This design comes from an exercise in tuning for small area on the open sky130 flow, not from production work. The RTL was checked by simulation tests, not by an equivalence proof against the original design. Power is estimated from default activity; no workload was simulated.

==> flow/design.v <==
`default_nettype none
module mat_vec_loader #(
  parameter int DATA_WIDTH = 8,
  parameter int ADDR_WIDTH = 32
) (
  input  logic                      clk,
  input  logic                      rst,
  input  logic                      start,
  input  logic [ADDR_WIDTH-1:0]     base_addr,
  output logic                      busy,
  output logic                      done,
  output logic [24*DATA_WIDTH-1:0]  result,           
  output logic [ADDR_WIDTH-1:0]     mem_address,
  output logic                      mem_read,
  input  logic                      mem_waitrequest,
  input  logic [8*DATA_WIDTH-1:0]   mem_readdata,
  input  logic                      mem_readdatavalid,
  output logic                      mvm_clr,
  output logic                      mvm_a_wren,
  output logic [8*DATA_WIDTH-1:0]   mvm_a_fifo_in,    
  output logic                      mvm_b_wren,
  output logic [DATA_WIDTH-1:0]     mvm_b_fifo_in,
  input  logic                      mvm_done,
  input  logic [24*DATA_WIDTH-1:0]  mvm_out           
);
  localparam int WORD_W = 8 * DATA_WIDTH;
  localparam int RES_W  = 3 * DATA_WIDTH;
  logic                  req_q, wait_q, wd_q, cap_q;
  logic [7:0]            sel_q;
  logic                  clr_q;
  logic                  done_prev_q;
  logic [3:0]            k_q;                 
  logic [ADDR_WIDTH-1:0] base_q;
  logic [WORD_W-1:0]     rows_q [7:0];
  logic [WORD_W-1:0]     bvec_q;
  logic [RES_W-1:0]      result_q [7:0];
  logic push, idle, accept, got, last, edge_seen;
  assign push      = |sel_q;
  assign idle      = ~(req_q | wait_q | push | wd_q | cap_q);
  assign accept    = idle & start;
  assign got       = wait_q & mem_readdatavalid;
  assign last      = k_q[3];
  assign edge_seen = wd_q & mvm_done & ~done_prev_q;
  always_ff @(posedge clk) begin
    if (rst) begin
      req_q  <= 1'b0;
      wait_q <= 1'b0;
      sel_q  <= '0;
      wd_q   <= 1'b0;
      cap_q  <= 1'b0;
      clr_q  <= 1'b0;
    end else begin
      req_q  <= accept | (got & ~last) | (req_q & mem_waitrequest);
      wait_q <= (req_q & ~mem_waitrequest) | (wait_q & ~mem_readdatavalid);
      sel_q  <= {sel_q[6:0], got & last};
      wd_q   <= sel_q[7] | (wd_q & ~edge_seen);
      cap_q  <= edge_seen;
      clr_q  <= accept;
    end
  end
  logic base_ld, base_hold;
  assign base_ld   = accept & ~rst;
  assign base_hold = ~accept & ~rst;
  always_ff @(posedge clk) begin
    base_q <= (base_addr & {ADDR_WIDTH{base_ld}}) | (base_q & {ADDR_WIDTH{base_hold}});
    if (accept | wd_q) begin
      done_prev_q <= mvm_done;
    end
    if (accept) begin
      k_q <= 4'd0;
    end else if (got) begin
      k_q <= k_q + 4'd1;
    end
  end
  logic [8:0] wr_ld, wr_hold;
  always_comb begin
    for (int r = 0; r < 8; r++) begin
      wr_ld[r] = got & ~last & (k_q[2:0] == 3'(r)) & ~rst;
      wr_hold[r] = ~(got & ~last & (k_q[2:0] == 3'(r))) & ~rst;
    end
    wr_ld[8]   = got & last & ~rst;
    wr_hold[8] = ~(got & last) & ~rst;
  end
  always_ff @(posedge clk) begin
    for (int r = 0; r < 8; r++) begin
      rows_q[r] <= (mem_readdata & {WORD_W{wr_ld[r]}}) | (rows_q[r] & {WORD_W{wr_hold[r]}});
    end
    bvec_q <= (mem_readdata & {WORD_W{wr_ld[8]}}) | (bvec_q & {WORD_W{wr_hold[8]}});
  end
  logic res_ld, res_hold;
  assign res_ld   = edge_seen & ~rst;
  assign res_hold = ~edge_seen & ~rst;
  always_ff @(posedge clk) begin
    for (int i = 0; i < 8; i++) begin
      result_q[i] <= (mvm_out[i*RES_W +: RES_W] & {RES_W{res_ld}}) |
                     (result_q[i] & {RES_W{res_hold}});
    end
  end
  logic [ADDR_WIDTH-1:0] addr;
  logic [4:0]            lo;
  logic [ADDR_WIDTH-4:0] grp;                 
  logic [ADDR_WIDTH-1:4] cy;
  assign lo = {1'b0, base_q[3:0]} + {1'b0, k_q};
  always_comb begin
    grp[0] = lo[4];
    for (int g = 1; g <= (ADDR_WIDTH-4)/4; g++) begin
      grp[g] = grp[g-1] & (&base_q[4*g +: 4]);
    end
    for (int b = 4; b < ADDR_WIDTH; b++) begin
      cy[b] = grp[(b-4)/4];
      for (int p = 4*((b-4)/4) + 4; p < b; p++) begin
        cy[b] = cy[b] & base_q[p];
      end
    end
    addr[3:0] = lo[3:0];
    for (int b = 4; b < ADDR_WIDTH; b++) begin
      addr[b] = base_q[b] ^ cy[b];
    end
  end
  logic [7:0] sel;
  assign sel = sel_q;
  always_comb begin
    mvm_b_fifo_in = '0;
    mvm_a_fifo_in = '0;
    for (int n = 0; n < 8; n++) begin
      mvm_b_fifo_in = mvm_b_fifo_in | (bvec_q[n*DATA_WIDTH +: DATA_WIDTH] & {DATA_WIDTH{sel[n]}});
      for (int i = 0; i < 8; i++) begin
        mvm_a_fifo_in[i*DATA_WIDTH +: DATA_WIDTH] = mvm_a_fifo_in[i*DATA_WIDTH +: DATA_WIDTH] |
          (rows_q[i][n*DATA_WIDTH +: DATA_WIDTH] & {DATA_WIDTH{sel[n]}});
      end
    end
  end
  assign busy        = req_q | wait_q | push | wd_q;
  assign done        = cap_q;
  assign mem_read    = req_q;
  assign mem_address = addr & {ADDR_WIDTH{req_q}};
  assign mvm_clr     = clr_q;
  assign mvm_a_wren  = push;
  assign mvm_b_wren  = push;
  for (genvar g = 0; g < 8; g++) begin : g_flat
    assign result[g*RES_W +: RES_W] = result_q[g];
  end
endmodule
`default_nettype wire
==> flow/config.mk <==
export PLATFORM = sky130hd
export DESIGN_NAME = mat_vec_loader
export DESIGN_NICKNAME = mat_vec_loader
export VERILOG_FILES = /design/flow/design.v
export SDC_FILE = /design/flow/constraint.sdc
export NUM_CORES = 4
export LEC_CHECK = 0
export CAP_MARGIN = 20
export CORE_MARGIN = 2
export CORE_UTILIZATION = 80
export SLEW_MARGIN = 20
==> flow/constraint.sdc <==
create_clock -name core_clock -period 5.0 [get_ports {clk}]
set_input_delay 1.0000 -clock core_clock [delete_from_list [all_inputs] [get_ports {clk}]]
set_output_delay 1.0000 -clock core_clock [all_outputs]
set_load 0.01 [all_outputs]
standard.sh (not shown) runs the stock make flow with config.mk's settings and CLKGATE_MAP_FILE= SYNTH_SCRIPT=/design/flow/synth_recipe.tcl, a recipe that flattens the netlist after the stock synthesis.
==> flow/flow/run.sh <==
#!/bin/bash
# Standard ORFS layout (standard synthesis unchanged) with two changes:
#  - port buffers are the smallest buffer, sky130_fd_sc_hd__buf_1 (every port still buffered);
#  - clock tree built from clkbuf_8 with larger sink clusters and no dummy loads.
set -euo pipefail
export BUFFER_PORTS_ARGS="-buffer_cell sky130_fd_sc_hd__buf_1"
export CTS_ARGS="-sink_clustering_enable -repair_clock_nets -dont_use_dummy_load -buf_list sky130_fd_sc_hd__clkbuf_8 -sink_clustering_size 16 -sink_clustering_max_diameter 60"
bash standard.sh > standard_flow.log 2>&1
Rerun with:
CORE_UTILIZATION = 70   (was 80)
Clock-buffer cell count does not change.
Sequential power stays flat.
Via count falls by a few percent.
Global-route usage falls by 11 points.
Hold slack got worse by 8.4 ps.
Total power is about the same.
Clock skew rises by 23 ps.
Setup slack got worse by 24 ps.
Die area rises by roughly a tenth.
Design area rises slightly.
Rerun with:
==> flow/flow/run.sh (replaced) <==
#!/bin/bash
# Standard ORFS layout (standard synthesis unchanged) with two changes:
#  - port buffers are the smallest buffer, sky130_fd_sc_hd__buf_1 (every port still buffered);
#  - clock tree built from clkbuf_4 with larger sink clusters and no dummy loads.
set -euo pipefail
export BUFFER_PORTS_ARGS="-buffer_cell sky130_fd_sc_hd__buf_1"
export CTS_ARGS="-sink_clustering_enable -repair_clock_nets -dont_use_dummy_load -buf_list sky130_fd_sc_hd__clkbuf_4 -sink_clustering_size 10 -sink_clustering_max_diameter 50"
bash standard.sh > standard_flow.log 2>&1
CORE_UTILIZATION = 80   (was 70)
Result:
- The new run passed the timing, DRC and antenna checks
- die area went down by about 12%
- fmax went down by 1.6%
- register-to-register slack improved by 50 ps
- power went down by 1.8%
- clock skew went down by 16 ps
- non-clock buffer count went down by 5
- final area went down by about 0.64%
- utilization went up by 9.7 points
- count of clock-buffer cells in the layout went up by 34
- worst setup slack got worse by 75 ps
Rerun with:
CORE_UTILIZATION = 70   (was 80)
Effect: Die area grows by 14%; flip-flop and latch count is unchanged; routed wire length is lower by about 2.6%; hold slack improves by 16 ps; synthesized area is unchanged; worst setup slack gains 11 ps; design area rose by 0.36%; first-iteration DRC count is lower by about 20%; via count drops by about 4%; sequential power stays flat.

==> re-timing with driven ports <==
The results above use ideal ports. As a check the final layouts listed here were re-extracted and re-timed, cells and wires unchanged. Step 1, drivers: a clkbuf_16 drives clk and a buf_2 each remaining input, both assumed. Step 2 also shifts input and output timing later by t, the mid clock arrival at the registers, as if the neighbouring blocks saw the same clock. Slacks: ideal ports / drivers / drivers and shift; pairs: ideal ports / drivers.
run	shift t [ns]	slack for setup (ns)	hold WS [ns]	worst setup path at the end	worst slew at a driven data input, ns
the first run	0.772	0.355 / 0.300 / 1.073	0.458 / 0.428 / 0.487	register to output	0.27
the second run	0.772	0.331 / 0.274 / 1.045	0.449 / 0.415 / 0.485	register to output	0.26
the third run	0.921	0.256 / 0.196 / 1.117	0.312 / 0.280 / 0.485	register to output	0.22
the fourth run	0.893	0.267 / 0.210 / 1.104	0.328 / 0.294 / 0.484	register to output	0.25
After both steps every run listed still meets setup and hold.
